From an optimization exercise on the open Yosys and OpenROAD flow, aimed at small area, a short achievable clock period and few clock cycles per item; shortcuts taken in it are not production practice.
The RTL was checked by simulation tests, not by an equivalence proof against the original design.
Power figures rest on the tool's default switching activity, not on a simulated workload.

==> flow/design.v <==
package vfic_pkg;
  localparam int unsigned BatchSize  = 66;
  localparam int unsigned MaxAttribs = 16;
  localparam int unsigned SlotW      = 7;
  localparam int unsigned AttrW      = 4;
  localparam logic [1:0] RegDrawMode = 2'd0;
  localparam logic [1:0] RegAttrMask = 2'd1;
  localparam logic [1:0] RegInCount  = 2'd2;
  localparam logic CmdVertex = 1'b0;
  localparam logic CmdLoad   = 1'b1;
  localparam logic KindSlot  = 1'b0;
  localparam logic KindFetch = 1'b1;
endpackage
module vfic_booth_enc (
  input  logic [15:0] stride_i,
  output logic [8:0]  neg_o,
  output logic [8:0]  one_o,
  output logic [8:0]  two_o
);
  logic [18:0] s;
  assign s = {2'b00, stride_i, 1'b0};
  always_comb begin
    for (int i = 0; i < 9; i++) begin
      neg_o[i] = s[2*i+2];
      one_o[i] = s[2*i+1] ^ s[2*i];
      two_o[i] = (s[2*i+2] & ~s[2*i+1] & ~s[2*i]) | (~s[2*i+2] & s[2*i+1] & s[2*i]);
    end
  end
endmodule
module vfic_addr_unit (
  input  logic [8:0]  neg_i,
  input  logic [8:0]  one_i,
  input  logic [8:0]  two_i,
  input  logic [31:0] index_i,
  output logic [63:0] sum_o,
  output logic [63:0] carry_o
);
  logic [63:0] r [9];
  logic [32:0] low [9];
  always_comb begin
    for (int i = 0; i < 9; i++) begin
      low[i] = (one_i[i] ? {1'b0, index_i} : 33'd0) | (two_i[i] ? {index_i, 1'b0} : 33'd0);
      low[i] = neg_i[i] ? ~low[i] : low[i];
    end
    r[0] = {(neg_i[0] ? 31'h7ffeaaab : 31'h7ffeaaac), low[0]};
    for (int i = 1; i < 9; i++) begin
      r[i] = 64'({~neg_i[i], low[i], 1'b0, neg_i[i-1]}) << (2 * i - 2);
    end
  end
  function automatic logic [127:0] csa(input logic [63:0] a, input logic [63:0] b,
                                       input logic [63:0] c);
    logic [63:0] s, cy;
    s  = a ^ b ^ c;
    cy = (a & b) | (a & c) | (b & c);
    csa = {cy[62:0], 1'b0, s};
  endfunction
  logic [63:0] s1a, c1a, s1b, c1b, s1c, c1c, s2a, c2a, s2b, c2b, s3, c3;
  assign {c1a, s1a} = csa(r[0], r[1], r[2]);
  assign {c1b, s1b} = csa(r[3], r[4], r[5]);
  assign {c1c, s1c} = csa(r[6], r[7], r[8]);
  assign {c2a, s2a} = csa(s1a, c1a, s1b);
  assign {c2b, s2b} = csa(c1b, s1c, c1c);
  assign {c3, s3}   = csa(s2a, c2a, s2b);
  assign {carry_o, sum_o} = csa(s3, c3, c2b);
endmodule
module vertex_fetch_index_cache (
  input  logic         clk_i,
  input  logic         rst_ni,
  input  logic         psel,
  input  logic         penable,
  input  logic         pwrite,
  input  logic [3:0]   paddr,
  input  logic [31:0]  pwdata,
  output logic [31:0]  prdata,
  output logic         pready,
  input  logic         s_axis_tvalid,
  output logic         s_axis_tready,
  input  logic [159:0] s_axis_tdata,
  input  logic         s_axis_tuser,
  input  logic         s_axis_tlast,
  output logic         m_axis_tvalid,
  input  logic         m_axis_tready,
  output logic [87:0]  m_axis_tdata,
  output logic         m_axis_tuser,
  output logic         m_axis_tlast
);
  localparam int unsigned SW = vfic_pkg::SlotW;
  localparam int unsigned NB = vfic_pkg::BatchSize;
  localparam int unsigned NA = vfic_pkg::MaxAttribs;
  logic        draw_mode_q;
  logic [15:0] mask_q;
  logic [4:0]  in_count_q;
  logic [21:0] prdata_q;
  assign pready = 1'b1;
  always_ff @(posedge clk_i or negedge rst_ni) begin
    if (!rst_ni) begin
      draw_mode_q <= 1'b0;
      mask_q      <= 16'd0;
      in_count_q  <= 5'd1;
    end else if (psel && penable && pwrite) begin
      unique case (paddr[3:2])
        vfic_pkg::RegDrawMode: draw_mode_q <= pwdata[0];
        vfic_pkg::RegAttrMask: mask_q      <= pwdata[15:0];
        vfic_pkg::RegInCount:  in_count_q  <= pwdata[4:0];
        default: ;
      endcase
    end
  end
  always_ff @(posedge clk_i) begin
    unique case (paddr[3:2])
      vfic_pkg::RegDrawMode: prdata_q <= {21'd0, draw_mode_q};
      vfic_pkg::RegAttrMask: prdata_q <= {6'd0, mask_q};
      vfic_pkg::RegInCount:  prdata_q <= {17'd0, in_count_q};
      default:               prdata_q <= 22'd0;
    endcase
  end
  assign prdata = {10'd0, prdata_q};
  logic [NA-1:0] emask;
  always_comb begin
    for (int j = 0; j < NA; j++) begin
      emask[j] = mask_q[j] && (5'(j) < in_count_q);
    end
  end
  logic          adv;         
  logic          o_v;
  logic          a_v, a_cmd, a_last;
  logic [120:0]  a_pl;        
  logic [31:0]   ctr_q;
  logic [1:0]    q_cnt, q_cnt_d;
  logic          b_vtx, b_load, b_take;
  logic          a_v_d, a_cmd_d;
  logic          p1_v, p1_f, p1_v_d, p1_f_d;
  logic          rdy_q, s_pop;
  logic          in_acc;
  assign adv = !o_v || m_axis_tready;
  assign b_vtx  = a_v && !a_cmd && (q_cnt != 2'd2);
  assign b_load = a_v && a_cmd && (q_cnt == 2'd0) && !(p1_v && p1_f);
  assign b_take = b_vtx || b_load;
  assign s_axis_tready = rdy_q;
  assign in_acc = s_axis_tvalid && rdy_q;
  assign a_v_d   = rdy_q ? s_axis_tvalid : a_v;
  assign a_cmd_d = rdy_q ? s_axis_tuser : a_cmd;
  always_ff @(posedge clk_i or negedge rst_ni) begin
    if (!rst_ni) begin
      a_v   <= 1'b0;
      ctr_q <= 32'd0;
      rdy_q <= 1'b1;
    end else begin
      a_v   <= a_v_d;
      rdy_q <= !a_v_d ||
               (a_cmd_d ? (q_cnt_d == 2'd0 && !(p1_v_d && p1_f_d)) : (q_cnt_d != 2'd2));
      if (in_acc && s_axis_tuser == vfic_pkg::CmdVertex) begin
        ctr_q <= s_axis_tlast ? 32'd0 : ctr_q + 32'd1;
      end
    end
  end
  always_ff @(posedge clk_i) begin
    if (rdy_q) begin
      a_cmd        <= s_axis_tuser;
      a_last       <= s_axis_tlast;
      a_pl[120:32] <= s_axis_tdata[152:64];
      a_pl[31:0]   <= (s_axis_tuser == vfic_pkg::CmdLoad) ? s_axis_tdata[63:32] :
                      draw_mode_q ? ctr_q : s_axis_tdata[31:0];
    end
  end
  logic [31:0]   tag_q [NB];
  logic [SW-1:0] fill_q, pos_q;
  logic [NB-1:0] match;
  logic          b_hit, b_bend;
  logic [SW-1:0] b_enc, b_slot;
  logic [31:0]   b_idx;
  assign b_idx = a_pl[31:0];
  always_comb begin
    for (int i = 0; i < NB; i++) begin
      match[i] = (tag_q[i] == b_idx) && (SW'(i) < fill_q);
    end
  end
  always_comb begin
    b_enc = '0;
    for (int i = 0; i < NB; i++) begin
      b_enc = b_enc | (match[i] ? SW'(i) : SW'(0));
    end
  end
  assign b_hit  = |match;
  assign b_slot = b_hit ? b_enc : fill_q;
  assign b_bend = (pos_q >= SW'(NB - 1)) || a_last;
  always_ff @(posedge clk_i) begin
    for (int i = 0; i < NB; i++) begin
      if (fill_q == SW'(i)) tag_q[i] <= b_idx;
    end
  end
  always_ff @(posedge clk_i or negedge rst_ni) begin
    if (!rst_ni) begin
      fill_q <= '0;
      pos_q  <= '0;
    end else if (b_vtx) begin
      if (b_bend) begin
        fill_q <= '0;
        pos_q  <= '0;
      end else begin
        pos_q  <= pos_q + SW'(1);
        fill_q <= fill_q + SW'(!b_hit);
      end
    end
  end
  logic [63:0] d_bo   [NA];
  logic [15:0] d_str  [NA];
  logic [4:0]  d_size [NA];
  logic [3:0]  ld_attr;
  logic [63:0] ld_base, ld_bo;
  logic [15:0] ld_stride, ld_str;
  logic [31:0] ld_offset;
  logic [4:0]  ld_size;
  assign ld_attr   = a_pl[3:0];
  assign ld_base   = a_pl[67:4];
  assign ld_stride = a_pl[83:68];
  assign ld_offset = a_pl[115:84];
  assign ld_size   = a_pl[120:116];
  assign ld_bo     = ld_base + {32'd0, ld_offset};
  assign ld_str    = (ld_stride != 16'd0) ? ld_stride : {11'd0, ld_size};
  always_ff @(posedge clk_i) begin
    for (int j = 0; j < NA; j++) begin
      if (b_load && ld_attr == 4'(j)) begin
        d_bo[j]   <= ld_bo;
        d_str[j]  <= ld_str;
        d_size[j] <= ld_size;
      end
    end
  end
  logic [31:0]   q_idx  [2];
  logic [SW-1:0] q_slot [2];
  logic [1:0]    q_hit, q_bend;
  logic          q0_new, q0_shift, q1_new;
  assign q0_new   = b_vtx && (q_cnt == 2'd0 || (q_cnt == 2'd1 && s_pop));
  assign q0_shift = s_pop && q_cnt == 2'd2;
  assign q1_new   = b_vtx && q_cnt == 2'd1 && !s_pop;
  assign q_cnt_d  = q_cnt + 2'(b_vtx) - 2'(s_pop);
  always_ff @(posedge clk_i) begin
    if (q0_new) begin
      q_idx[0]  <= b_idx;
      q_slot[0] <= b_slot;
      q_hit[0]  <= b_hit;
      q_bend[0] <= b_bend;
    end else if (q0_shift) begin
      q_idx[0]  <= q_idx[1];
      q_slot[0] <= q_slot[1];
      q_hit[0]  <= q_hit[1];
      q_bend[0] <= q_bend[1];
    end
    if (q1_new) begin
      q_idx[1]  <= b_idx;
      q_slot[1] <= b_slot;
      q_hit[1]  <= b_hit;
      q_bend[1] <= b_bend;
    end
  end
  always_ff @(posedge clk_i or negedge rst_ni) begin
    if (!rst_ni) begin
      q_cnt <= 2'd0;
    end else begin
      q_cnt <= q_cnt_d;
    end
  end
  logic [NA-1:0] rem_q, s_rem, s_oh;
  logic          s_any, s_issue;
  logic [3:0]    s_j;
  logic [15:0]   s_str;
  logic [8:0]    s_neg, s_one, s_two;
  assign s_rem   = q_hit[0] ? '0 : rem_q;
  assign s_any   = |s_rem;
  assign s_oh    = s_rem & (~s_rem + NA'(1));
  assign s_issue = adv && (q_cnt != 2'd0);
  assign s_pop   = s_issue && !s_any;
  always_comb begin
    s_j   = '0;
    s_str = '0;
    for (int j = 0; j < NA; j++) begin
      s_j   = s_j | (s_oh[j] ? 4'(j) : 4'd0);
      s_str = s_str | (s_oh[j] ? d_str[j] : 16'd0);
    end
  end
  vfic_booth_enc u_enc (
    .stride_i(s_str),
    .neg_o   (s_neg),
    .one_o   (s_one),
    .two_o   (s_two)
  );
  always_ff @(posedge clk_i or negedge rst_ni) begin
    if (!rst_ni) begin
      rem_q <= '0;
    end else if (q_cnt == 2'd0 || s_pop) begin
      rem_q <= emask;
    end else if (s_issue) begin
      rem_q <= s_rem & ~s_oh;
    end
  end
  logic          p1_hit, p1_bend;
  logic [3:0]    p1_j;
  logic [SW-1:0] p1_slot;
  logic [8:0]    p1_neg, p1_one, p1_two;
  logic [63:0]   p1_sum, p1_carry;
  assign p1_v_d = adv ? (q_cnt != 2'd0) : p1_v;
  assign p1_f_d = adv ? s_any : p1_f;
  always_ff @(posedge clk_i or negedge rst_ni) begin
    if (!rst_ni) begin
      p1_v <= 1'b0;
    end else begin
      p1_v <= p1_v_d;
    end
  end
  always_ff @(posedge clk_i) begin
    p1_f <= p1_f_d;
    if (adv) begin
      p1_j    <= s_j;
      p1_slot <= q_slot[0];
      p1_hit  <= q_hit[0];
      p1_bend <= q_bend[0];
      p1_neg  <= s_neg;
      p1_one  <= s_one;
      p1_two  <= s_two;
    end
  end
  vfic_addr_unit u_mul (
    .neg_i  (p1_neg),
    .one_i  (p1_one),
    .two_i  (p1_two),
    .index_i(q_idx[0]),
    .sum_o  (p1_sum),
    .carry_o(p1_carry)
  );
  logic          p2_v, p2_f, p2_hit, p2_bend;
  logic [3:0]    p2_j;
  logic [SW-1:0] p2_slot;
  logic [4:0]    p2_size;
  logic [63:0]   p2_sum, p2_carry, p2_bo, p2_s, p2_c, p2_addr;
  always_ff @(posedge clk_i or negedge rst_ni) begin
    if (!rst_ni) begin
      p2_v <= 1'b0;
    end else if (adv) begin
      p2_v <= p1_v;
    end
  end
  always_ff @(posedge clk_i) begin
    if (adv) begin
      p2_f     <= p1_f;
      p2_j     <= p1_j;
      p2_slot  <= p1_slot;
      p2_hit   <= p1_hit;
      p2_bend  <= p1_bend;
      p2_sum   <= p1_sum;
      p2_carry <= p1_carry;
      p2_bo    <= d_bo[p1_j];
      p2_size  <= d_size[p1_j];
    end
  end
  assign p2_s    = p2_bo ^ p2_sum ^ p2_carry;
  assign p2_c    = {((p2_bo[62:0] & p2_sum[62:0]) | (p2_bo[62:0] & p2_carry[62:0]) |
                     (p2_sum[62:0] & p2_carry[62:0])), 1'b0};
  assign p2_addr = p2_s + p2_c;
  logic [87:0] od_q;
  logic        ou_q, ol_q;
  always_ff @(posedge clk_i or negedge rst_ni) begin
    if (!rst_ni) begin
      o_v <= 1'b0;
    end else if (adv) begin
      o_v <= p2_v;
    end
  end
  always_ff @(posedge clk_i) begin
    if (adv) begin
      if (p2_f) begin
        od_q <= {6'd0, 1'b0, p2_size, p2_addr, p2_j, 1'b0, p2_slot};
        ou_q <= vfic_pkg::KindFetch;
        ol_q <= 1'b0;
      end else begin
        od_q <= {6'd0, p2_bend, 5'd0, 64'd0, 4'd0, p2_hit, p2_slot};
        ou_q <= vfic_pkg::KindSlot;
        ol_q <= 1'b1;
      end
    end
  end
  assign m_axis_tvalid = o_v;
  assign m_axis_tdata  = od_q;
  assign m_axis_tuser  = ou_q;
  assign m_axis_tlast  = ol_q;
endmodule
==> flow/run.sh <==
#!/bin/bash
# synth_recipe.tcl (not shown) runs the flow's synth.tcl, then flattens the netlist and writes it again
# the make line also repeats each setting of config.mk as NAME=value (left out here)
make -C /OpenROAD-flow-scripts/flow DESIGN_CONFIG=/design/flow/config.mk WORK_HOME=/design/flow/orfs CLKGATE_MAP_FILE= SYNTH_SCRIPT=/design/flow/synth_recipe.tcl finish
==> flow/config.mk <==
export PLATFORM = sky130hd
export DESIGN_NAME = vertex_fetch_index_cache
export DESIGN_NICKNAME = vertex_fetch_index_cache
export VERILOG_FILES = /design/flow/design.v
export SDC_FILE = /design/flow/constraint.sdc
export NUM_CORES = 4
export LEC_CHECK = 0
export CAP_MARGIN = 20
export CORE_MARGIN = 2
export CORE_UTILIZATION = 40
export SLEW_MARGIN = 20
==> flow/constraint.sdc <==
create_clock -name core_clock -period 9.5 [get_ports {clk_i}]
set_input_delay 1.9000 -clock core_clock [delete_from_list [all_inputs] [get_ports {clk_i}]]
set_output_delay 1.9000 -clock core_clock [all_outputs]
set_load 0.01 [all_outputs]
==> run notes, run 1 <==
Worst EP arrival: 6.69 ns
total setup buffers inserted after CTS: 0
Slew HR: 18.01%
Max Slew Vio Count: 0
all-layer global routing usage: 22.51%
Cells after DPL: 17.52k
clk root buf: clkbuf_16
Post-synth EDFFs: 3976
Setup-failing EPs final: 0
RSZ-0062 raised after global routing: false
DPL Wire Length: 311600 um
Fill cells: 38.40k
Worst-path clk slew: 0.06 ns
Die ar.: 451900 um2
WL final: 522900 um
P_leak: 67.27 nW
vias in the first global route: 104.0k
#FFs+latches synth: 4085
# DRC: 0
final hold violations: 0
die height: 672.3 um
total CTS buffers: 417
DRT Pass-1 Iters: 7
number of gates resized after CTS: 0
Synth Instances: 11.59k
ANT nets after route: 0
worst slew pin tran: 1.219 ns
Longest Clk Path Bufs: 4
largest net degree at the start of global routing: 140
nature of the critical path startpoint: flop
initial antenna violation count: 37
cell row count: 245
skew final: 0.09017 ns
Power Density: 376.5 nW/um2
highest-count cells in the layout ignoring fill and taps: 3976 x edfxtp_1, 1386 x xor2_1, 1081 x xnor2_1
vias per cell: 5.687
main flop type after synthesis: edfxtp_1
DR vias: 104.3k
Clock Latency Late Sink: 1.01 ns
number of H-tree levels: 5
area of the mapped netlist: 178600 um2
Initial Util: 40.13%
Routability Congestion: 0.8705
Layout Cells excl Fill: 18.34k
grt total ovfl: 0
Mean Syn Cell Area: 15.41 um2
max-cap viol count: 0
Iter 0 DRT Violations: 12.08k
Peak VDD IR: 0.0006297 V
PortBufs: 281
area grow syn2layout: 13.78%
commonest non-fill, non-tap cell in the layout: edfxtp_1
CP Max Fanout: 27
crit path kind: reg -> reg
Die X: 672.3 um
Avg WL per Cell: 28.52 um
Yosys warnings: 17
ys async rst share: 2.228%
clock sinks: 4085
I/O pin count: 330
Post-layout nets: 12.63k
sequential share of the synthesized area: 68.32%
maximum clock frequency: 0.1716 GHz
worst path required time: 10.36 ns
r2r setup slk: 3.67 ns
first-pass GRT wire length: 744300 um
min Tclk post-route: 5.826 ns
status: timing/DRC/antenna clean
crit path capture type: flop
final cycle utilization of the critical path: 61.33%
Cell variety after synth: 102
share of cells above drive strength 1: 9.866%
total core area: 445100 um2
Setup TNS: 0 ns
CTS Hold Bufs: 0
hold crit path type: reg -> reg
CTS tree: built
## logic make-up (layout without fill, tap and decap cells)
kind of cell / count (synthesis) / count (layout) / synth area share, %
AOI/OAI and AO/OA: 1485 / 1485 / 6.031
xor gates and xnor gates: 2509 / 2509 / 12.30
adders and majority gates: 409 / 409 / 3.991
buffers and inverters: 948 / 1702 / 2.546
DFF: 4085 / 4085 / 68.32
muxes: 109 / 109 / 0.6577
other: 2 / 68 / 0.004204
and+or+nand+nor: 2041 / 2041 / 6.149
## where the power goes
| group | switching [mW] | leakage, nW | internal (mW) | total (mW) |
|---|---|---|---|---|
| registers | 1.36 | 37.7 | 25.1 | 26.4 |
| clock network | 6.99 | 6.46 | 9.06 | 16.0 |
| logic | 21.4 | 23.1 | 12.6 | 34.1 |
| total | 29.8 | 67.3 | 46.7 | 76.5 |
## sequential cells by signal, indices dropped and copies added, names as in the netlist, 50 cells and up
| register | count |
|---|---|
| a_pl | 121 |
| d_bo | 1024 |
| d_size | 80 |
| d_str | 256 |
| od_q | 82 |
| p2_bo | 64 |
| p2_sum | 50 |
| q_idx | 64 |
| tag_q | 2112 |
## final cells by class
| type | count | area [um2] | area share, % |
|---|---|---|---|
| Clock buffer | 521 | 10960 | 5.393 |
| Sequential cell | 4085 | 122000 | 60.05 |
| Tap cell | 5928 | 7417 | 3.649 |
| Inverter | 279 | 1047 | 0.5153 |
| Multi-Input combinational cell | 6579 | 53000 | 26.08 |
| Timing Repair Buffer | 655 | 6302 | 3.101 |
| Antenna cell | 42 | 105.1 | 0.05171 |
| Clock inverter | 247 | 2376 | 1.169 |
## per-stage QoR
| step | power, mW | utilization [%] | hold WS [ns] | cell area [um2] | setup slack (ns) |
|---|---|---|---|---|---|
| 6_report | 76.52 | 45.66 | 0.4079 | 203200 | 3.674 |
| 5_1_grt | 81.85 | 45.66 | 0.4243 | 203200 | 3.252 |
| 2_1_floorplan | 48.57 | - | 0.4003 | 178700 | 0.7999 |
| 3_3_place_gp | 60.19 | 42.54 | 0.4029 | 189300 | 3.853 |
| 4_1_cts | 76.84 | 45.56 | 0.4141 | 202800 | 3.775 |
| 3_5_place_dp | 60.71 | 42.56 | 0.4074 | 189500 | 3.826 |
## routing by layer
metal  wire (um)  global-route usage [%]  vias up
met3       49380                   4.422      783
met2      238700                   35.17     5009
met5          13                       0        -
met4       15440                   6.919        2
li1            -                       -    44369
met1      219400                   31.81    54110
## critical path: stages, from the launching register on
cell and delay (ns):
dfrtp_1 0.35, buf_4 0.46, nor2b_1 0.49, nand2_1 0.36, o311ai_0 1.04, nor3_1 0.39
a2111oi_0 1.01, nand4_1 0.22, nor2_2 0.41, ha_1 0.25, ha_1 0.26, a41oi_1 0.13
o21ai_0 0.18, o41ai_1 0.11
## path summary, 6_finish.rpt
kind	start	cells past startpoint	to
worst max-delay path	fill_q[5]$_DFFE_PN0P_	13	fill_q[6]$_DFFE_PN0P_
worst min-delay path	q_slot[0][0]$_DFFE_PP_	0	p1_slot[0]$_DFFE_PN_
worst max register to register	fill_q[5]$_DFFE_PN0P_	13	fill_q[6]$_DFFE_PN0P_
worst min register to register	q_slot[0][0]$_DFFE_PP_	0	p1_slot[0]$_DFFE_PN_
max in group asynchronous	rst_ni	2	draw_mode_q$_DFFE_PN0P_
min in group asynchronous	rst_ni	1	ctr_q[5]$_DFFE_PN0P_
## Yosys cell counts (all sizes together) (187+ instances only)
cell type | number | area [um2]
xor2 | 1396 | 12230
a22oi | 679 | 5097
clkbuf | 326 | 1224
inv | 277 | 1040
a21oi | 187 | 935.9
nand3 | 219 | 1096
nand2 | 328 | 1231
fa | 268 | 5365
nor4 | 372 | 2355
buf | 343 | 2276
xnor2 | 1113 | 9748
nand4 | 372 | 2327
edfxtp | 3976 | 119400
nor2 | 313 | 1190
Testbench counts, summed over its fixed seeds: cycles 64,498, vertices 22,812.
==> run 2, diff against run 1 <==
--- a/flow/config.mk
+++ b/flow/config.mk
@@ -10,2 +10,3 @@
 export CORE_UTILIZATION = 40
+export SETUP_SLACK_MARGIN = 5
 export SLEW_MARGIN = 20
==> run 2 against run 1 <==
- critical path type unchanged
- utilization rose by 0.66 points
- die area did not move
- largest power group unchanged
- flip-flop and latch count did not move
- first-iteration DRC count rose by 12%
- hold slack improved by 0.014 ns
- clock skew rose by 0.030 ns
- register-to-register slack improved by 1.2 ns
- maximum frequency rose by 26%
- total power rose by 2.2%
- synthesized cell count did not move
==> run notes, run 2 <==
commonest non-fill, non-tap cell in the layout: edfxtp_1
Hold Slack: 0.4215 ns (+0.01355 ns)
status: timing/DRC/antenna clean
ys async rst share: 2.228% (unchanged)
maximum clock frequency: 0.2168 GHz (+26%)
CP bufs+invs: 4 (+3)
hold crit path type: reg -> reg
largest area contributor in the netlist: edfxtp_1
critical path cell sequence: buf_4 -> nand2_1 -> buf_4 -> nor2_1 -> buf_4 -> o21ai_1 -> nor4_1 -> buf_4 -> nor4_1 -> nand2_1 -> nor3_1 -> nand3_1 -> mux2_1 -> mux2_2
vias in the first global route: 104.8k (+0.71%)
Setup crit end: q_slot[0][2]$_DFFE_PP_
Synth Instances: 11.59k (unchanged)
worst reg2reg endpoint: q_slot[0][2]$_DFFE_PP_
WL final: 554300 um (+6.0%)
fin area: 206200 um2 (+1.4%)
Cell variety after synth: 102 (unchanged)
DPL Wire Length: 311300 um (about the same)
min Tclk post-route: 4.613 ns (-1.213 ns)
main flop type after synthesis: edfxtp_1
Core Util, Final: 46.32% (+0.66 points)
Die ar.: 451900 um2 (unchanged)
Regs by FF count: tag_q (2112), d_bo (1024), d_str (256)
max-cap viol count: 0 (unchanged)
Mean Syn Cell Area: 15.41 um2 (unchanged)
grt total ovfl: 0 (unchanged)
synth top area cells: edfxtp_1 67%, xor2_1 6.8%, xnor2_1 5.5%
worst slew pin tran: 1.229 ns (+0.01016 ns)
Peak VDD IR: 0.0004789 V (-24%)
Layout Cells excl Fill: 18.43k (+0.52%)
Fill cells: 37.98k (-1.1%)
initial antenna violation count: 47 (+27%)
crit path capture type: flop
Cells after DPL: 17.52k (-0.011%)
Setup TNS: 0 ns (unchanged)
r2r setup slk: 4.89 ns (+1.21 ns)
DRT Pass-1 Iters: 12 (+5)
CTS Hold Bufs: 0 (unchanged)
skew final: 0.1201 ns (+0.02990 ns)
Post-synth EDFFs: 3976 (unchanged)
Worst EP arrival: 5.39 ns (-1.30 ns)
total CTS buffers: 421 (+0.96%)
ANT nets after route: 0 (unchanged)
clock network power share: 20.4% (-0.6 points)
cell row count: 245 (unchanged)
switching power: 30.65 mW (+2.9%)
R2R Path Start: fill_q[2]$_DFFE_PN0P_
all-layer global routing usage: 23.24% (+0.73 points)
Top reg by flops: tag_q
Int Power: 47.55 mW (+1.7%)
Iter 0 DRT Violations: 13.57k (+12%)
CTS tree: built
number of flip-flops in the largest register: 2112 (unchanged)
PortBufs: 281 (unchanged)
Max Slew Vio Count: 0 (unchanged)
Yosys warnings: 17 (unchanged)
total core area: 445100 um2 (unchanged)
CP Max Fanout: 28 (+3.7%)
sequential share of the synthesized area: 68.32% (unchanged)
FF-to-FF path depth: 14 (+1)
Power Density: 379.3 nW/um2 (+0.74%)
vias per cell: 5.784 (+1.7%)
Post-layout nets: 12.74k (+0.82%)
Avg WL per Cell: 30.07 um (+5.4%)
Crit. Startpoint: fill_q[2]$_DFFE_PN0P_
Routability Congestion: 0.8546 (-1.8%)
footprint of the multi-input gates: 54230 um2 (+2.3%)
nature of the critical path startpoint: flop
Initial Util: 40.13% (unchanged)
delay-heaviest family, CP: simple AND/OR/NAND/NOR gates
Setup-failing EPs final: 0 (unchanged)
Logic pwr share: 46.0% (+1.5 points)
die height: 672.3 um (unchanged)
fin worst setup slack: 4.887 ns (+1.213 ns)
Clock Latency Late Sink: 1.02 ns (about the same)
share of cells above drive strength 1: 11.42% (+1.5 points)
I/O pin count: 330 (unchanged)
# DRC: 0 (unchanged)
area grow syn2layout: 15.42%
area of the mapped netlist: 178600 um2 (unchanged)
pre-CTS WS: 3.639 ns (-0.1875 ns)
most frequent cell after synthesis: edfxtp_1
most common library cells after synthesis: 3976 x edfxtp_1, 1396 x xor2_1, 1113 x xnor2_1, 679 x a22oi_1, 372 x nand4_1
CP most frequent cell: buf_4
max incr delay on CP: 0.98 ns (-0.06 ns)
RSZ-0062 raised after global routing: true
switching share of power: 39.20% (+0.27 points)
CP Depth: 14 (+1)
worst path required time: 10.27 ns (-0.09 ns)
clock sinks: 4085 (unchanged)
number of H-tree levels: 5 (unchanged)
crit path kind: reg -> reg
DR vias: 106.6k (+2.2%)
clk root buf: clkbuf_16
Critical Path Slowest Stage Cell: nor4_1
Worst-path clk slew: 0.06 ns (about the same)
final hold violations: 0 (unchanged)
#FFs+latches synth: 4085 (unchanged)
Tot Pwr: 78.20 mW (+2.2%)
P_leak: 68.51 nW (+1.8%)
register area: 122000 um2 (unchanged)
Synth top area share: 66.84% (unchanged)
Longest Clk Path Bufs: 4 (unchanged)
placed cell areas: 189500 um2 (about the same)
Die X: 672.3 um (unchanged)
largest net degree at the start of global routing: 122 (-13%)
Seq pwr share: 33.7% (-0.8 points)
final cycle utilization of the critical path: 48.56% (-13 points)
highest-count cells in the layout ignoring fill and taps: 3976 x edfxtp_1, 1381 x xor2_1, 1076 x xnor2_1
first-pass GRT wire length: 762800 um (+2.5%)
Slew HR: 17.53% (-0.48 points)
[run 2: changes by cell type in the layout (fill, tap and decap cells not counted), sizes merged, moves of 6 or more]
cell	previous run	this run
bufbuf	0	11
bufinv	31	24
clkinv	189	171
clkbuf	521	554
clkinvlp	17	8
inv	289	295
buf	376	450
[run 2: worst min-delay path by stage]
stage | endpoint | depth (start not counted) | start
2_1_floorplan | od_q[0]$_DFFE_PN_ | 0 | p2_slot[0]$_DFFE_PN_
3_3_place_gp | od_q[4]$_DFFE_PN_ | 0 | p2_slot[4]$_DFFE_PN_
3_5_place_dp | od_q[4]$_DFFE_PN_ | 0 | p2_slot[4]$_DFFE_PN_
4_1_cts | od_q[4]$_DFFE_PN_ | 0 | p2_slot[4]$_DFFE_PN_
5_1_grt | od_q[6]$_DFFE_PN_ | 0 | p2_slot[6]$_DFFE_PN_
6_report | od_q[5]$_DFFE_PN_ | 0 | p2_slot[5]$_DFFE_PN_
[run 2: layer usage]
metal	up-vias	GRT usage, %	part of all wire, %	wire length (um)
met2	5617	36.40	45	250600
met1	55413	32.72	41	227200
met4	6	7.547	3.8	21030
li1	44584	-	-	-
met5	-	0	0.0070	39
met3	978	4.380	10	55350
[run 2: layout make-up]
| type | count | area share, % |
|---|---|---|
| sequential | 4085 | 59.19 |
| multi-input combinational | 6580 | 26.30 |
| clock buffer | 540 | 5.387 |
| timing repair buffer | 754 | 3.948 |
| tap | 5928 | 3.597 |
| clock inverter | 219 | 1.006 |
| inverter | 279 | 0.5116 |
| antenna | 46 | 0.05583 |
[run 2: kinds of logic (layout without fill, tap and decap cells)]
group,Yosys count,after routing,synth area share (%)
AO/OA/AOI/OAI,1485,1485,6.031
buffers and inverters,948,1792,2.546
adder cells (fa/ha/maj),409,409,3.991
XOR/XNOR,2509,2509,12.30
AND/OR/NAND/NOR,2041,2042,6.149
flip-flops,4085,4085,68.32
multiplexers,109,109,0.6577
other,2,72,0.004204
[run 2: what timing repair did]
| item | CTS | global route |
|---|---|---|
| endpoints found under the setup margin | 730 | 649 |
| setup buffers | 40 | 41 |
| gates resized for setup | 151 | 157 |
| pin swaps | 13 | 34 |
| gates cloned | 12 | 12 |
[run 2: power groups by stage]
stage	registers, mW	clock network (mW)	logic (mW)
2_1_floorplan	26.4	0	22.2
3_3_place_gp	26.7	0	33.4
3_5_place_dp	26.7	0	34.1
4_1_cts	26.3	16.1	35.1
5_1_grt	26.4	16.8	40.1
6_report	26.3	15.9	35.9
==> run 3, diff against run 2 <==
==> flow/flow/run.sh (new file) <==
#!/bin/bash
# The standard layout (the standard.sh, standard synthesis unchanged), with
# two layout knobs: repair_timing aims for a larger setup margin, and the port
# buffers are plain buffers instead of the delay cells buffer_ports picks.
# Constraints (clock period, I/O delays, loads) are the standard flow's, untouched.
set -euo pipefail
bash standard.sh \
  SETUP_SLACK_MARGIN=${MARGIN:-6} \
  "BUFFER_PORTS_ARGS=-buffer_cell sky130_fd_sc_hd__buf_2" \
  finish > make_finish.log 2>&1
==> flow/standard.sh (new file) <==
#!/bin/bash
# synth_recipe.tcl (not shown) runs the flow's synth.tcl, then flattens the netlist and writes it again
# the make line also repeats each setting of config.mk as NAME=value (left out here)
make -C /OpenROAD-flow-scripts/flow DESIGN_CONFIG=/design/flow/config.mk WORK_HOME=/design/flow/orfs CLKGATE_MAP_FILE= SYNTH_SCRIPT=/design/flow/synth_recipe.tcl "${@:-finish}"
--- a/flow/config.mk
+++ b/flow/config.mk
@@ -10,3 +10,2 @@
 export CORE_UTILIZATION = 40
-export SETUP_SLACK_MARGIN = 5
 export SLEW_MARGIN = 20
removed: flow/run.sh
==> run 3 against run 2 <==
- still clean
- register-to-register slack improved by 0.15 ns
- via count grew 9.9%
- maximum frequency increased by 3.4%
- critical path depth increased by 1
- worst setup slack better by 0.15 ns
- critical path type unchanged
- largest power group unchanged
==> run notes, run 3 <==
status: timing/DRC/antenna clean
switching share of power: 39.90% (+0.70 points)
DPL Wire Length: 311500 um (about the same)
crit path kind: reg -> reg
Initial Util: 40.13% (unchanged)
Die X: 672.3 um (unchanged)
Avg WL per Cell: 34.48 um (+15%)
area grow syn2layout: 24.64%
hold crit path type: reg -> reg
worst reg2reg endpoint: od_q[71]$_SDFFCE_PN0N_
R2R Path Start: p2_bo[12]$_DFFE_PN_
worst path required time: 10.23 ns (-0.04 ns)
largest area contributor in the netlist: edfxtp_1
cell row count: 245 (unchanged)
Synth Instances: 11.59k (unchanged)
area of the mapped netlist: 178600 um2 (unchanged)
CP Depth: 15 (+1)
grt total ovfl: 0 (unchanged)
worst slew pin tran: 1.083 ns (-0.1463 ns)
Peak VDD IR: 0.0006502 V (+36%)
Synth top area share: 66.84% (unchanged)
skew final: 0.1357 ns (+0.01559 ns)
Worst EP arrival: 5.19 ns (-0.20 ns)
FF-to-FF path depth: 15 (+1)
CTS Hold Bufs: 0 (unchanged)
Clock Latency Late Sink: 1.04 ns (+0.02 ns)
nature of the critical path startpoint: flop
clock network power share: 18.8% (-1.6 points)
Cell variety after synth: 102 (unchanged)
Iter 0 DRT Violations: 18.31k (+35%)
pre-CTS WS: 3.804 ns (+0.1652 ns)
sequential share of the synthesized area: 68.32% (unchanged)
Power Density: 394.8 nW/um2 (+4.1%)
Top Layer Used: met5
max-cap viol count: 0 (unchanged)
clock sinks: 4085 (unchanged)
P_leak: 76.83 nW (+12%)
CP Max Fanout: 5 (-82%)
Worst-path clk slew: 0.06 ns (about the same)
final cycle utilization of the critical path: 46.96% (-1.6 points)
Setup TNS: 0 ns (unchanged)
Int Power: 52.83 mW (+11%)
ANT nets after route: 0 (unchanged)
Critical Path Slowest Stage Cell: edfxtp_1
DR vias: 117.1k (+9.9%)
clk root buf: clkbuf_16
RSZ-0062 raised after global routing: true
highest-count cells in the layout ignoring fill and taps: 3976 x edfxtp_1, 1343 x xor2_1, 1045 x xnor2_1
CTS tree: built
Max Slew Vio Count: 0 (unchanged)
most common library cells after synthesis: 3976 x edfxtp_1, 1396 x xor2_1, 1113 x xnor2_1, 679 x a22oi_1, 372 x nand4_1
all-layer global routing usage: 28.11% (+4.9 points)
critical path cell sequence: fa_1 -> ha_4 -> nand2_2 -> or4_4 -> o211ai_4 -> a2111oi_4 -> or2_4 -> o221a_4 -> buf_6 -> o31ai_4 -> buf_6 -> a21oi_4 -> buf_4 -> o21ai_2 -> mux2i_1
WHS Path Cells: 0 (unchanged)
commonest non-fill, non-tap cell in the layout: edfxtp_1
most frequent cell after synthesis: edfxtp_1
die height: 672.3 um (unchanged)
number of H-tree levels: 5 (unchanged)
WL final: 666900 um (+20%)
share of cells above drive strength 1: 23.63% (+12 points)
final hold violations: 0 (unchanged)
synth top area cells: edfxtp_1 67%, xor2_1 6.8%, xnor2_1 5.5%
#FFs+latches synth: 4085 (unchanged)
main flop type after synthesis: edfxtp_1
r2r setup slk: 5.04 ns (+0.15 ns)
CP bufs+invs: 3 (-1)
Die ar.: 451900 um2 (unchanged)
delay-heaviest family, CP: compound AO/OA/AOI/OAI gates
Fill cells: 36.18k (-4.7%)
Slew HR: 27.58% (+10 points)
Longest Clk Path Bufs: 4 (unchanged)
number of flip-flops in the largest register: 2112 (unchanged)
initial antenna violation count: 66 (+40%)
total CTS buffers: 420 (-0.24%)
Post-layout nets: 13.60k (+6.8%)
Regs by FF count: tag_q (2112), d_bo (1024), d_str (256)
min Tclk post-route: 4.461 ns (-0.1526 ns)
footprint of the multi-input gates: 58230 um2 (+7.4%)
Mean Syn Cell Area: 15.41 um2 (unchanged)
fin worst setup slack: 5.039 ns (+0.1526 ns)
Top reg by flops: tag_q
vias in the first global route: 111.7k (+6.7%)
crit path capture type: flop
Seq pwr share: 29.8% (-3.9 points)
switching power: 35.07 mW (+14%)
Tot Pwr: 87.91 mW (+12%)
DRT Pass-1 Iters: 8 (-4)
total core area: 445100 um2 (unchanged)
CP most frequent cell: buf_6
WL met1: 249900 um (+10%)
vias per cell: 6.054 (+4.7%)
hold path endpoint: p2_slot[4]$_DFFE_PN_
maximum clock frequency: 0.2242 GHz (+3.4%)
I/O pin count: 330 (unchanged)
Yosys warnings: 17 (unchanged)
metal2 WL: 288500 um (+15%)
largest net degree at the start of global routing: 86 (-30%)
ys async rst share: 2.228% (unchanged)
# DRC: 0 (unchanged)
max incr delay on CP: 0.77 ns (-0.21 ns)
min-delay src: p1_slot[4]$_DFFE_PN_
PortBufs: 281 (unchanged)
Logic pwr share: 51.3% (+5.3 points)
Routability Congestion: 0.8523 (-0.27%)
met3 wire length: 90070 um (+63%)
Setup-failing EPs final: 0 (unchanged)
register area: 122100 um2 (about the same)
first-pass GRT wire length: 891900 um (+17%)
Post-synth EDFFs: 3976 (unchanged)
-- run 3: cell counts after synthesis --
Identical to the previous run, type by type.
-- run 3: routing by layer --
layer,up-vias,GRT usage (%)
met4,20,12.95
met2,8579,42.03
met3,1630,7.192
met1,60407,38.54
met5,-,0
li1,46463,-
-- run 3: cell families (layout without fill, tap and decap cells) --
family | Yosys count | after routing | share of synthesized area [%]
buffers and inverters | 948 | 2662 | 2.546
xor gates and xnor gates | 2509 | 2513 | 12.30
other | 2 | 109 | 0.004204
muxes | 109 | 109 | 0.6577
AOI/OAI and AO/OA | 1485 | 1485 | 6.031
and+or+nand+nor | 2041 | 2043 | 6.149
adders and majority gates | 409 | 409 | 3.991
DFF | 4085 | 4085 | 68.32
-- run 3: how the worst max path moves through the flow --
stage | startpoint | endpoint | slack (ns)
floorplan | a_pl[0]$_DFFE_PP_ | d_bo[1][0]$_DFFE_PP_ | 4.69
global placement | a_pl[16]$_DFFE_PP_ | fill_q[4]$_DFFE_PN0P_ | 3.76
detailed placement | a_pl[16]$_DFFE_PP_ | fill_q[6]$_DFFE_PN0P_ | 3.80
CTS | p2_bo[12]$_DFFE_PN_ | od_q[73]$_SDFFCE_PN0N_ | 5.06
global route | p2_bo[4]$_DFFE_PN_ | od_q[75]$_SDFFCE_PN0N_ | 4.95
finish | p2_bo[12]$_DFFE_PN_ | od_q[71]$_SDFFCE_PN0N_ | 5.04
-- run 3: through the flow --
step | hold WS, ns | area (um2) | util (%) | std cells
floorplan | 0.4003 | 179200 | - | 11612
global placement | 0.4041 | 188100 | 42.26 | 17519
detailed placement | 0.4054 | 188200 | 42.29 | 17525
CTS | 0.4199 | 217800 | 48.93 | 19017
global route | 0.4229 | 222600 | 50.01 | 19326
finish | 0.4189 | 222600 | 50.02 | 19343
-- run 3: timing repair --
item                       in CTS  in global routing
buffers inserted              587                217
hold endpoints to repair        0                  0
gates resized for setup      1138                481
pin swaps                     294                339
cloned                        139                 26
setup endpoints to repair    1905               1495
-- run 3: layout make-up --
| class | count | share of cell area (%) |
|---|---|---|
| inverter | 279 | 0.4889 |
| clock inverter | 268 | 1.248 |
| tap | 5928 | 3.331 |
| multi-input combinational | 6585 | 26.15 |
| clock buffer | 498 | 4.885 |
| sequential | 4085 | 54.82 |
| antenna | 83 | 0.09329 |
| timing repair buffer | 1617 | 8.978 |
-- run 3: worst reg2reg max path, stage by stage, from the launching register on --
cell       delay [ns]
edfxtp_1         0.77
fa_1             0.60
ha_4             0.30
nand2_2          0.06
or4_4            0.50
o211ai_4         0.22
a2111oi_4        0.11
or2_4            0.28
o221a_4          0.27
buf_6            0.13
o31ai_4          0.18
buf_6            0.15
a21oi_4          0.07
buf_4            0.16
o21ai_2          0.12
mux2i_1          0.28
-- run 3: power groups by stage --
stage          combinational (mW)  clock [mW]  sequential (mW)
6_report                     45.1        16.6             26.2
5_1_grt                      48.6        17.3             26.3
4_1_cts                      41.3        16.6             26.2
3_5_place_dp                 33.7           0             26.8
3_3_place_gp                 33.1           0             26.8
2_1_floorplan                22.2           0             26.4
==> run 4, diff against run 3 <==
--- a/flow/design.v
+++ b/flow/design.v
@@ -126,3 +126,3 @@
   logic          a_v, a_cmd, a_last;
-  logic [120:0]  a_pl;        
+  logic [89:0]   a_pl;        
   logic [31:0]   ctr_q;
@@ -156,2 +156,7 @@
   end
+  logic [32:0] in_lo;
+  logic [15:0] in_str;
+  assign in_lo  = {1'b0, s_axis_tdata[67:36]} + {1'b0, s_axis_tdata[147:116]};
+  assign in_str = (s_axis_tdata[115:100] != 16'd0) ? s_axis_tdata[115:100] :
+                  {11'd0, s_axis_tdata[152:148]};
   always_ff @(posedge clk_i) begin
@@ -160,4 +165,5 @@
       a_last       <= s_axis_tlast;
-      a_pl[120:32] <= s_axis_tdata[152:64];
-      a_pl[31:0]   <= (s_axis_tuser == vfic_pkg::CmdLoad) ? s_axis_tdata[63:32] :
+      a_pl[89:32]  <= {s_axis_tdata[35:32], s_axis_tdata[152:148], in_str,
+                       s_axis_tdata[99:68], in_lo[32]};
+      a_pl[31:0]   <= (s_axis_tuser == vfic_pkg::CmdLoad) ? in_lo[31:0] :
                       draw_mode_q ? ctr_q : s_axis_tdata[31:0];
@@ -166,4 +172,4 @@
   logic [31:0]   tag_q [NB];
-  logic [SW-1:0] fill_q, pos_q;
-  logic [NB-1:0] match;
+  logic [SW-1:0] fill_q, pos_q, fill_inc;
+  logic [NB-1:0] match, vld_q;
   logic          b_hit, b_bend;
@@ -174,3 +180,3 @@
     for (int i = 0; i < NB; i++) begin
-      match[i] = (tag_q[i] == b_idx) && (SW'(i) < fill_q);
+      match[i] = (tag_q[i] == b_idx) && vld_q[i];
     end
@@ -191,2 +197,3 @@
   end
+  assign fill_inc = fill_q + SW'(1);
   always_ff @(posedge clk_i or negedge rst_ni) begin
@@ -195,2 +202,3 @@
       pos_q  <= '0;
+      vld_q  <= '0;
     end else if (b_vtx) begin
@@ -199,5 +207,9 @@
         pos_q  <= '0;
+        vld_q  <= '0;
       end else begin
         pos_q  <= pos_q + SW'(1);
-        fill_q <= fill_q + SW'(!b_hit);
+        if (!b_hit) begin
+          fill_q <= fill_inc;
+          vld_q  <= {vld_q[NB-2:0], 1'b1};
+        end
       end
@@ -209,13 +221,9 @@
   logic [3:0]  ld_attr;
-  logic [63:0] ld_base, ld_bo;
-  logic [15:0] ld_stride, ld_str;
-  logic [31:0] ld_offset;
+  logic [63:0] ld_bo;
+  logic [15:0] ld_str;
   logic [4:0]  ld_size;
-  assign ld_attr   = a_pl[3:0];
-  assign ld_base   = a_pl[67:4];
-  assign ld_stride = a_pl[83:68];
-  assign ld_offset = a_pl[115:84];
-  assign ld_size   = a_pl[120:116];
-  assign ld_bo     = ld_base + {32'd0, ld_offset};
-  assign ld_str    = (ld_stride != 16'd0) ? ld_stride : {11'd0, ld_size};
+  assign ld_attr   = a_pl[89:86];
+  assign ld_size   = a_pl[85:81];
+  assign ld_str    = a_pl[80:65];
+  assign ld_bo     = {a_pl[64:33] + {31'd0, a_pl[32]}, a_pl[31:0]};
   always_ff @(posedge clk_i) begin
@@ -263,3 +271,3 @@
   end
-  logic [NA-1:0] rem_q, s_rem, s_oh;
+  logic [NA-1:0] rem_q, oh_q, rem_nx;
   logic          s_any, s_issue;
@@ -268,5 +276,10 @@
   logic [8:0]    s_neg, s_one, s_two;
-  assign s_rem   = q_hit[0] ? '0 : rem_q;
-  assign s_any   = |s_rem;
-  assign s_oh    = s_rem & (~s_rem + NA'(1));
+  function automatic logic [NA-1:0] lowest(input logic [NA-1:0] v);
+    logic [NA-1:0] below;
+    below[0] = 1'b0;
+    for (int j = 1; j < NA; j++) below[j] = below[j-1] | v[j-1];
+    lowest = v & ~below;
+  endfunction
+  assign rem_nx  = rem_q & ~oh_q;
+  assign s_any   = !q_hit[0] && (rem_q != '0);
   assign s_issue = adv && (q_cnt != 2'd0);
@@ -277,4 +290,4 @@
     for (int j = 0; j < NA; j++) begin
-      s_j   = s_j | (s_oh[j] ? 4'(j) : 4'd0);
-      s_str = s_str | (s_oh[j] ? d_str[j] : 16'd0);
+      s_j   = s_j | (oh_q[j] ? 4'(j) : 4'd0);
+      s_str = s_str | (oh_q[j] ? d_str[j] : 16'd0);
     end
@@ -290,6 +303,9 @@
       rem_q <= '0;
+      oh_q  <= '0;
     end else if (q_cnt == 2'd0 || s_pop) begin
       rem_q <= emask;
+      oh_q  <= lowest(emask);
     end else if (s_issue) begin
-      rem_q <= s_rem & ~s_oh;
+      rem_q <= rem_nx;
+      oh_q  <= lowest(rem_nx);
     end
==> flow/run.sh (new file) <==
#!/bin/bash
# synth_recipe.tcl (not shown) runs the flow's synth.tcl, then flattens the netlist and writes it again
# the make line also repeats each setting of config.mk as NAME=value (left out here)
make -C /OpenROAD-flow-scripts/flow DESIGN_CONFIG=/design/flow/config.mk WORK_HOME=/design/flow/orfs CLKGATE_MAP_FILE= SYNTH_SCRIPT=/design/flow/synth_recipe.tcl finish
--- a/flow/config.mk
+++ b/flow/config.mk
@@ -10,2 +10,3 @@
 export CORE_UTILIZATION = 40
+export SETUP_SLACK_MARGIN = 5
 export SLEW_MARGIN = 20
removed: flow/flow/run.sh
removed: flow/standard.sh
==> run 4 against run 3 <==
- clock power barely moved
- non-clock buffer count fell by 952
- first-iteration DRC count shrank 45%
- maximum frequency decreased by 1.2%
- flip-flop and latch count is 50 higher
- highest routed layer is now met4
- critical path type unchanged
- global-route usage fell by 6.2 points
- sequential power hardly changed
==> run notes, run 4 <==
clock sinks: 4135 (+1.2%)
DPL Wire Length: 284500 um (-8.7%)
main flop type after synthesis: edfxtp_1
vias per cell: 5.626 (-7.1%)
CTS tree: built
Routability Congestion: 0.8627 (+1.2%)
share of cells above drive strength 1: 10.43% (-13 points)
Max Slew Vio Count: 0 (unchanged)
ANT nets after route: 0 (unchanged)
Worst EP arrival: 5.22 ns (+0.03 ns)
P_leak: 68.39 nW (-11%)
Clock Latency Late Sink: 1.01 ns (-0.03 ns)
RSZ-0062 raised after global routing: true
area of the mapped netlist: 180500 um2 (+1.1%)
number of flip-flops in the largest register: 2112 (unchanged)
#FFs+latches synth: 4135 (+1.2%)
Core Util, Final: 45.76% (-4.3 points)
Power Density: 381.0 nW/um2 (-3.5%)
Synth Instances: 11.58k (-0.11%)
ys async rst share: 4.160% (+1.9 points)
maximum clock frequency: 0.2216 GHz (-1.2%)
Mean Syn Cell Area: 15.59 um2 (+1.2%)
clk root buf: clkbuf_16
Die X: 675.8 um (+0.52%)
switching power: 30.25 mW (-14%)
clock network power share: 21.2% (+2.4 points)
Fill cells: 38.36k (+6.0%)
min-delay src: p1_hit$_DFFE_PN_
Top reg by flops: tag_q
skew final: 0.09084 ns (-0.04482 ns)
WL final: 515700 um (-23%)
Iter 0 DRT Violations: 10.11k (-45%)
most frequent cell after synthesis: edfxtp_1
final cycle utilization of the critical path: 47.50% (+0.55 points)
largest net degree at the start of global routing: 137 (+59%)
# DRC: 0 (unchanged)
status: timing/DRC/antenna clean
Setup TNS: 0 ns (unchanged)
final hold violations: 0 (unchanged)
worst path required time: 10.20 ns (-0.03 ns)
I/O pin count: 330 (unchanged)
Peak VDD IR: 0.0008140 V (+25%)
PortBufs: 281 (unchanged)
Regs by FF count: tag_q (2112), d_bo (1024), d_str (256)
Initial Util: 40.20% (+0.065 points)
cell row count: 246 (+0.41%)
commonest non-fill, non-tap cell in the layout: edfxtp_1
synth top area cells: edfxtp_1 66%, xnor2_1 6.3%, xor2_1 5.7%
total CTS buffers: 419 (-0.24%)
R2R Path Start: a_pl[30]$_DFFE_PP_
Longest Clk Path Bufs: 4 (unchanged)
Synth top area share: 65.63% (-1.2 points)
Worst-path clk slew: 0.06 ns (about the same)
vias in the first global route: 103.9k (-7.0%)
crit path kind: reg -> reg
fin area: 205500 um2 (-7.7%)
CTS Hold Bufs: 0 (unchanged)
Slew HR: 23.07% (-4.5 points)
largest area contributor in the netlist: edfxtp_1
Post-synth EDFFs: 3945 (-0.78%)
initial antenna violation count: 15 (-77%)
Post-layout nets: 12.64k (-7.1%)
Hold Slack: 0.4195 ns (+0.0005960 ns)
Seq pwr share: 33.3% (+3.5 points)
sequential share of the synthesized area: 68.21% (-0.11 points)
highest-count cells in the layout ignoring fill and taps: 3945 x edfxtp_1, 1286 x xnor2_1, 1179 x xor2_1
Cell variety after synth: 95 (-6.9%)
most common library cells after synthesis: 3945 x edfxtp_1, 1306 x xnor2_1, 1182 x xor2_1, 710 x a22oi_1, 412 x nand4_1
Logic pwr share: 45.5% (-5.8 points)
Die ar.: 456700 um2 (+1.0%)
Int Power: 48.03 mW (-9.1%)
switching share of power: 38.65% (-1.3 points)
hold crit path type: reg -> reg
first-pass GRT wire length: 733000 um (-18%)
number of H-tree levels: 5 (unchanged)
Yosys warnings: 17 (unchanged)
DRT Pass-1 Iters: 6 (-2)
CP Max Fanout: 67 (+62)
die height: 675.8 um (+0.52%)
placed cell areas: 190100 um2 (+0.96%)
nature of the critical path startpoint: flop
area grow syn2layout: 13.83%
Setup-failing EPs final: 0 (unchanged)
total core area: 449100 um2 (+0.89%)
max-cap viol count: 0 (unchanged)
worst slew pin tran: 1.154 ns (+0.07143 ns)
all-layer global routing usage: 21.91% (-6.2 points)
Tot Pwr: 78.28 mW (-11%)
min Tclk post-route: 4.513 ns (+0.05201 ns)
crit path capture type: flop
grt total ovfl: 0 (unchanged)
Avg WL per Cell: 28.12 um (-18%)
Crit. Startpoint: a_pl[30]$_DFFE_PP_
DR vias: 103.2k (-12%)
## run 4: changes by cell type in the layout (fill, tap and decap cells not counted), moves of 91 or more
cell	previous run	this run
buf_2	276	1
a22oi_2	113	0
a22oi_1	566	710
a22o_1	55	146
bufbuf_16	101	5
buf_4	702	262
clkdlybuf4s50_1	0	279
buf_6	157	27
buf_16	99	6
xor2_1	1343	1179
xnor2_1	1045	1286
buf_12	227	77
## run 4: worst paths after layout
path                                                to  slack (ns)  cells after the start
worst max-delay path            q_slot[0][4]$_DFFE_PP_        4.99                     13
worst min-delay path                  p2_hit$_DFFE_PN_        0.42                      0
worst max register to register  q_slot[0][4]$_DFFE_PP_        4.99                     13
worst min register to register        p2_hit$_DFFE_PN_        0.42                      0
max in group asynchronous        vld_q[54]$_DFFE_PN0P_        6.75                      2
min in group asynchronous       mask_q[10]$_DFFE_PN0P_        1.02                      1
## run 4: cells by family after synthesis
family / synth area share (%)
flip-flops: 68.21
XOR/XNOR: 12.08
AND/OR/NAND/NOR: 5.669
AO/OA/AOI/OAI: 6.328
buffers and inverters: 3.133
adder cells (fa/ha/maj): 3.977
multiplexers: 0.5954
other: 0.004160
## run 4: area by class of cell
cell class                 count  area (um2)  share of cell area, %
clock buffer                 550       11400                  5.547
tap                         5952        7447                  3.624
multi-input combinational   6491       52730                  25.66
timing repair buffer         665        7077                  3.444
clock inverter               231        2512                  1.223
sequential                  4135      123100                  59.93
antenna                       11       27.53                0.01340
inverter                     307        1152                 0.5608
## run 4: repair_timing
item                                    CTS  global route
endpoints found under the setup margin  122            34
gates cloned                              6             2
buffers inserted                         41            15
gates resized for setup                  74            42
pin swaps                                 8             9
## run 4: worst max-delay path, cell delays in order (launching register included)
cell and delay (ns):
edfxtp_1 0.32, buf_4 0.22, buf_12 0.41, xor2_1 0.16, nor4_1 0.43, nand4_1 0.28
or3_1 0.67, nand4_1 0.29, nor3_2 0.08, nand4_4 0.18, nor2_4 0.09, buf_12 0.15
a211o_1 0.41, mux2_2 0.33
## run 4: power by group through the flow
| stage | logic, mW | registers (mW) | clock network (mW) |
|---|---|---|---|
| floorplan | 22.0 | 26.4 | 0 |
| global placement | 34.6 | 26.5 | 0 |
| detailed placement | 35.0 | 26.5 | 0 |
| CTS | 35.8 | 26.1 | 16.9 |
| global route | 39.0 | 26.2 | 17.6 |
| finish | 35.6 | 26.1 | 16.6 |
## run 4: per-layer routing
metal	part of all wire, %	wire [um]	vias to the layer above	track usage [%]
li1	-	-	44260	-
met1	40	207300	53855	28.78
met2	49	252700	4238	37.15
met3	6.7	34780	835	2.705
met4	4.1	20960	0	8.417
met5	0	0	-	0
## run 4: metrics by stage
step / instances / setup slack (ns)
after global routing: 18334 / 4.889
after global placement: 17486 / 3.299
final: 18342 / 4.987
after floorplan: 11599 / 4.082
after detailed placement: 17486 / 3.477
after CTS: 18314 / 5.004
Testbench counts of run 4, summed over its fixed seeds: cycles 64,498, vertices 22,812.
==> run 5, diff against run 4 <==
--- a/flow/design.v
+++ b/flow/design.v
@@ -132,3 +132,3 @@
   logic          p1_v, p1_f, p1_v_d, p1_f_d;
-  logic          rdy_q, s_pop;
+  logic          rdy_q, rdy_o_q, rdy_d, s_pop;
   logic          in_acc;
@@ -138,3 +138,5 @@
   assign b_take = b_vtx || b_load;
-  assign s_axis_tready = rdy_q;
+  assign s_axis_tready = rdy_o_q;
+  assign rdy_d = !a_v_d ||
+                 (a_cmd_d ? (q_cnt_d == 2'd0 && !(p1_v_d && p1_f_d)) : (q_cnt_d != 2'd2));
   assign in_acc = s_axis_tvalid && rdy_q;
@@ -146,7 +148,9 @@
       ctr_q <= 32'd0;
-      rdy_q <= 1'b1;
+      rdy_q   <= 1'b1;
+      rdy_o_q <= 1'b1;
     end else begin
-      a_v   <= a_v_d;
-      rdy_q <= !a_v_d ||
-               (a_cmd_d ? (q_cnt_d == 2'd0 && !(p1_v_d && p1_f_d)) : (q_cnt_d != 2'd2));
+      a_v     <= a_v_d;
+      rdy_q   <= rdy_d;
+      rdy_o_q <= !(a_v_d && (a_cmd_d ? (q_cnt_d != 2'd0 || (p1_v_d && p1_f_d)) :
+                                       (q_cnt_d == 2'd2)));
       if (in_acc && s_axis_tuser == vfic_pkg::CmdVertex) begin
@@ -175,3 +179,3 @@
   logic          b_hit, b_bend;
-  logic [SW-1:0] b_enc, b_slot;
+  logic [SW-1:0] b_enc;
   logic [31:0]   b_idx;
@@ -190,3 +194,2 @@
   assign b_hit  = |match;
-  assign b_slot = b_hit ? b_enc : fill_q;
   assign b_bend = (pos_q >= SW'(NB - 1)) || a_last;
@@ -238,5 +241,9 @@
   logic [31:0]   q_idx  [2];
-  logic [SW-1:0] q_slot [2];
+  logic [SW-1:0] q_enc  [2];
+  logic [SW-1:0] q_fill [2];
   logic [1:0]    q_hit, q_bend;
+  logic          q_wp, q_rp;
   logic          q0_new, q0_shift, q1_new;
+  logic          h_hit, h_bend;
+  logic [SW-1:0] h_slot;
   assign q0_new   = b_vtx && (q_cnt == 2'd0 || (q_cnt == 2'd1 && s_pop));
@@ -247,17 +254,14 @@
     if (q0_new) begin
-      q_idx[0]  <= b_idx;
-      q_slot[0] <= b_slot;
-      q_hit[0]  <= b_hit;
-      q_bend[0] <= b_bend;
+      q_idx[0] <= b_idx;
     end else if (q0_shift) begin
-      q_idx[0]  <= q_idx[1];
-      q_slot[0] <= q_slot[1];
-      q_hit[0]  <= q_hit[1];
-      q_bend[0] <= q_bend[1];
+      q_idx[0] <= q_idx[1];
     end
     if (q1_new) begin
-      q_idx[1]  <= b_idx;
-      q_slot[1] <= b_slot;
-      q_hit[1]  <= b_hit;
-      q_bend[1] <= b_bend;
+      q_idx[1] <= b_idx;
+    end
+    if (b_vtx) begin
+      q_enc[q_wp]  <= b_enc;
+      q_fill[q_wp] <= fill_q;
+      q_hit[q_wp]  <= b_hit;
+      q_bend[q_wp] <= b_bend;
     end
@@ -267,6 +271,13 @@
       q_cnt <= 2'd0;
+      q_wp  <= 1'b0;
+      q_rp  <= 1'b0;
     end else begin
       q_cnt <= q_cnt_d;
+      if (b_vtx) q_wp <= !q_wp;
+      if (s_pop) q_rp <= !q_rp;
     end
   end
+  assign h_hit  = q_hit[q_rp];
+  assign h_bend = q_bend[q_rp];
+  assign h_slot = h_hit ? q_enc[q_rp] : q_fill[q_rp];
   logic [NA-1:0] rem_q, oh_q, rem_nx;
@@ -283,3 +294,3 @@
   assign rem_nx  = rem_q & ~oh_q;
-  assign s_any   = !q_hit[0] && (rem_q != '0);
+  assign s_any   = !h_hit && (rem_q != '0);
   assign s_issue = adv && (q_cnt != 2'd0);
@@ -290,4 +301,4 @@
     for (int j = 0; j < NA; j++) begin
-      s_j   = s_j | (oh_q[j] ? 4'(j) : 4'd0);
-      s_str = s_str | (oh_q[j] ? d_str[j] : 16'd0);
+      s_j   = s_j | ((oh_q[j] && s_any) ? 4'(j) : 4'd0);
+      s_str = s_str | ((oh_q[j] && s_any) ? d_str[j] : 16'd0);
     end
@@ -330,5 +341,5 @@
       p1_j    <= s_j;
-      p1_slot <= q_slot[0];
-      p1_hit  <= q_hit[0];
-      p1_bend <= q_bend[0];
+      p1_slot <= h_slot;
+      p1_hit  <= h_hit && !s_any;
+      p1_bend <= h_bend && !s_any;
       p1_neg  <= s_neg;
@@ -350,3 +361,4 @@
   logic [4:0]    p2_size;
-  logic [63:0]   p2_sum, p2_carry, p2_bo, p2_s, p2_c, p2_addr;
+  logic [63:0]   p2_sum, p2_carry, p2_bo, p2_s, p2_c;
+  logic [32:0]   p2_lo;
   always_ff @(posedge clk_i or negedge rst_ni) begin
@@ -367,10 +379,37 @@
       p2_carry <= p1_carry;
-      p2_bo    <= d_bo[p1_j];
-      p2_size  <= d_size[p1_j];
+      p2_bo    <= p1_f ? d_bo[p1_j] : 64'd0;
+      p2_size  <= p1_f ? d_size[p1_j] : 5'd0;
+    end
+  end
+  assign p2_s  = p2_bo ^ p2_sum ^ p2_carry;
+  assign p2_c  = {((p2_bo[62:0] & p2_sum[62:0]) | (p2_bo[62:0] & p2_carry[62:0]) |
+                   (p2_sum[62:0] & p2_carry[62:0])), 1'b0};
+  assign p2_lo = {1'b0, p2_s[31:0]} + {1'b0, p2_c[31:0]};
+  logic          p3_v, p3_f, p3_hit, p3_bend, p3_cy;
+  logic [3:0]    p3_j;
+  logic [SW-1:0] p3_slot;
+  logic [4:0]    p3_size;
+  logic [31:0]   p3_lo, p3_s, p3_c, p3_hi;
+  always_ff @(posedge clk_i or negedge rst_ni) begin
+    if (!rst_ni) begin
+      p3_v <= 1'b0;
+    end else if (adv) begin
+      p3_v <= p2_v;
     end
   end
-  assign p2_s    = p2_bo ^ p2_sum ^ p2_carry;
-  assign p2_c    = {((p2_bo[62:0] & p2_sum[62:0]) | (p2_bo[62:0] & p2_carry[62:0]) |
-                     (p2_sum[62:0] & p2_carry[62:0])), 1'b0};
-  assign p2_addr = p2_s + p2_c;
+  always_ff @(posedge clk_i) begin
+    if (adv) begin
+      p3_f    <= p2_f;
+      p3_j    <= p2_j;
+      p3_slot <= p2_slot;
+      p3_hit  <= p2_hit;
+      p3_bend <= p2_bend;
+      p3_size <= p2_size;
+      p3_lo   <= p2_lo[31:0];
+      p3_cy   <= p2_lo[32];
+      p3_s    <= p2_s[63:32];
+      p3_c    <= p2_c[63:32];
+    end
+  end
+  assign p3_hi = p3_s + p3_c + {31'd0, p3_cy};
   logic [87:0] od_q;
@@ -381,3 +420,3 @@
     end else if (adv) begin
-      o_v <= p2_v;
+      o_v <= p3_v;
     end
@@ -386,11 +425,5 @@
     if (adv) begin
-      if (p2_f) begin
-        od_q <= {6'd0, 1'b0, p2_size, p2_addr, p2_j, 1'b0, p2_slot};
-        ou_q <= vfic_pkg::KindFetch;
-        ol_q <= 1'b0;
-      end else begin
-        od_q <= {6'd0, p2_bend, 5'd0, 64'd0, 4'd0, p2_hit, p2_slot};
-        ou_q <= vfic_pkg::KindSlot;
-        ol_q <= 1'b1;
-      end
+      od_q <= {6'd0, p3_bend, p3_size, p3_hi, p3_lo, p3_j, p3_hit, p3_slot};
+      ou_q <= p3_f;
+      ol_q <= !p3_f;
     end
==> run 5 against run 4 <==
- still clean
- combinational power decreased by 5%
- area after synthesis increased by 1.4%
- worst setup slack better by 0.068 ns
- cell area up 2.0%
- global-route usage grew 0.33 points
- flip-flop and latch count up 133
- synthesized cell count shrank 0.84%
- via count rose by 1.3%
- total power shrank 0.16%
- die area grew 1.4%
- largest power group unchanged
==> run notes, run 5 <==
status: timing/DRC/antenna clean
clock sinks: 4268 (+3.2%)
synth top area cells: edfxtp_1 67%, xnor2_1 6.4%, xor2_1 5.6%
Layout Cells excl Fill: 18.36k (+0.098%)
Setup TNS: 0 ns (unchanged)
Synth Instances: 11.48k (-0.84%)
die height: 680.5 um (+0.71%)
largest area contributor in the netlist: edfxtp_1
highest-count cells in the layout ignoring fill and taps: 4075 x edfxtp_1, 1324 x xnor2_1, 1170 x xor2_1
final cycle utilization of the critical path: 46.79% (-0.71 points)
Initial Util: 40.14% (-0.059 points)
CP Max Fanout: 43 (-36%)
vias in the first global route: 104.6k (+0.64%)
Routability Congestion: 0.8194 (-5.0%)
Mean Syn Cell Area: 15.95 um2 (+2.3%)
Peak VDD IR: 0.0006448 V (-21%)
Post-layout nets: 12.59k (-0.35%)
I/O pin count: 330 (unchanged)
total CTS buffers: 432 (+3.1%)
share of cells above drive strength 1: 11.17% (+0.74 points)
Synth top area share: 66.84% (+1.2 points)
crit path kind: reg -> reg
area of the mapped netlist: 183100 um2 (+1.4%)
P_leak: 69.73 nW (+2.0%)
largest net degree at the start of global routing: 156 (+14%)
sequential share of the synthesized area: 69.43% (+1.2 points)
Power Density: 373.1 nW/um2 (-2.1%)
area grow syn2layout: 14.44%
Slew HR: 17.28% (-5.8 points)
worst path required time: 10.35 ns (+0.15 ns)
min Tclk post-route: 4.445 ns (-0.06755 ns)
hold crit path type: reg -> reg
Avg WL per Cell: 28.93 um (+2.9%)
CP most frequent cell: buf_4
main flop type after synthesis: edfxtp_1
Crit. Startpoint: a_pl[13]$_DFFE_PP_
Longest Clk Path Bufs: 4 (unchanged)
#FFs+latches synth: 4268 (+3.2%)
skew final: 0.1062 ns (+0.01533 ns)
crit path capture type: flop
all-layer global routing usage: 22.24% (+0.33 points)
cell row count: 248 (+0.81%)
initial antenna violation count: 43 (+28)
Worst EP arrival: 5.30 ns (+0.08 ns)
most frequent cell after synthesis: edfxtp_1
Die ar.: 463100 um2 (+1.4%)
grt total ovfl: 0 (unchanged)
CP bufs+invs: 4 (+1)
Max Slew Vio Count: 0 (unchanged)
==> run 5: cell count changes after synthesis, moves of 31 or more <==
cell and delta:
buf_4 +51, a22oi_1 -52, xnor2_1 +32, o22a_1 -67
edfxtp_1 +130, nor2_1 -71, nand3_1 -31, o221a_2 +67
==> run 5: timing repair <==
action | CTS | global route
setup buffers | 56 | 3
gates resized for setup | 120 | 31
pin swaps | 1 | 2
cloned | 22 | 2
endpoints found under the setup margin | 88 | 93
hold buffers | 0 | 0
==> run 5: worst reg2reg max path, cell delays in order (launching register included) <==
cell	delay [ns]
edfxtp_1	0.42
buf_4	0.20
buf_4	0.63
xor2_1	0.32
nor4_1	0.07
and3_1	0.20
nand3_1	0.40
o2111ai_2	0.32
nor4_2	0.37
and4_4	0.39
and2_4	0.20
o21ai_4	0.07
buf_4	0.18
buf_16	0.21
mux2_2	0.32
==> run 5: worst max path at each step <==
stage               depth (start not counted)               endpoint  slack [ns]
finish                                     14  fill_q[0]$_DFFE_PN0P_        5.05
global route                               12     a_pl[31]$_DFFE_PP_        4.96
CTS                                        13  fill_q[1]$_DFFE_PN0P_        5.00
detailed placement                         13     a_pl[32]$_DFFE_PP_        3.71
global placement                           12     a_pl[31]$_DFFE_PP_        3.76
floorplan                                   4  d_bo[12][0]$_DFFE_PP_        4.16
==> run 5: final cells by class <==
| cell class | instances | area, um2 |
|---|---|---|
| antenna | 18 | 45.04 |
| clock buffer | 569 | 11770 |
| clock inverter | 233 | 2323 |
| fill | 38918 | 246600 |
| inverter | 290 | 1116 |
| multi-input combinational | 6282 | 51890 |
| sequential | 4268 | 127100 |
| tap | 6000 | 7507 |
| timing repair buffer | 700 | 7742 |
==> run 5: logic make-up after synthesis <==
logic type | after synthesis | share of synthesized area, %
flip-flops | 4268 | 69.43
XOR/XNOR | 2512 | 12.02
AND/OR/NAND/NOR | 1696 | 5.054
AO/OA/AOI/OAI | 1529 | 6.169
buffers and inverters | 953 | 2.779
adder cells (fa/ha/maj) | 414 | 3.936
multiplexers | 104 | 0.6096
other | 2 | 0.004102
==> run 5: metrics by stage <==
step | hold slack [ns] | cell area (um2) | setup WS, ns
2_1_floorplan | 0.4003 | 183300 | 4.157
3_3_place_gp | 0.4053 | 193100 | 3.759
3_5_place_dp | 0.4045 | 193200 | 3.712
4_1_cts | 0.4097 | 209100 | 4.996
5_1_grt | 0.4138 | 209500 | 4.956
6_report | 0.4141 | 209500 | 5.055
==> run 5: metal layers <==
metal / up-vias / wire (um) / track usage (%)
li1: 44170 / - / -
met1: 54541 / 227200 / 32.26
met2: 5059 / 241700 / 34.95
met3: 787 / 49470 / 3.844
met4: 16 / 12650 / 5.235
met5: - / 108 / 0
==> run 5: power breakdown <==
| group | leakage (nW) | total (mW) | internal (mW) | switching, mW |
|---|---|---|---|---|
| Clock | 6.90 | 17.0 | 9.72 | 7.26 |
| Sequential | 39.9 | 27.4 | 26.1 | 1.36 |
| Combinational | 23.0 | 33.8 | 13.0 | 20.8 |
Testbench counts of run 5, summed over its fixed seeds: cycles 64,506, vertices 22,812.

Check on run 5: ideal ports give 5.055 ns setup slack; a clkbuf_16 on the clock port and buf_2 on the inputs give 5.055 ns; moving port delays by the midpoint clock arrival (1.116 ns) as well gives 4.146 ns.
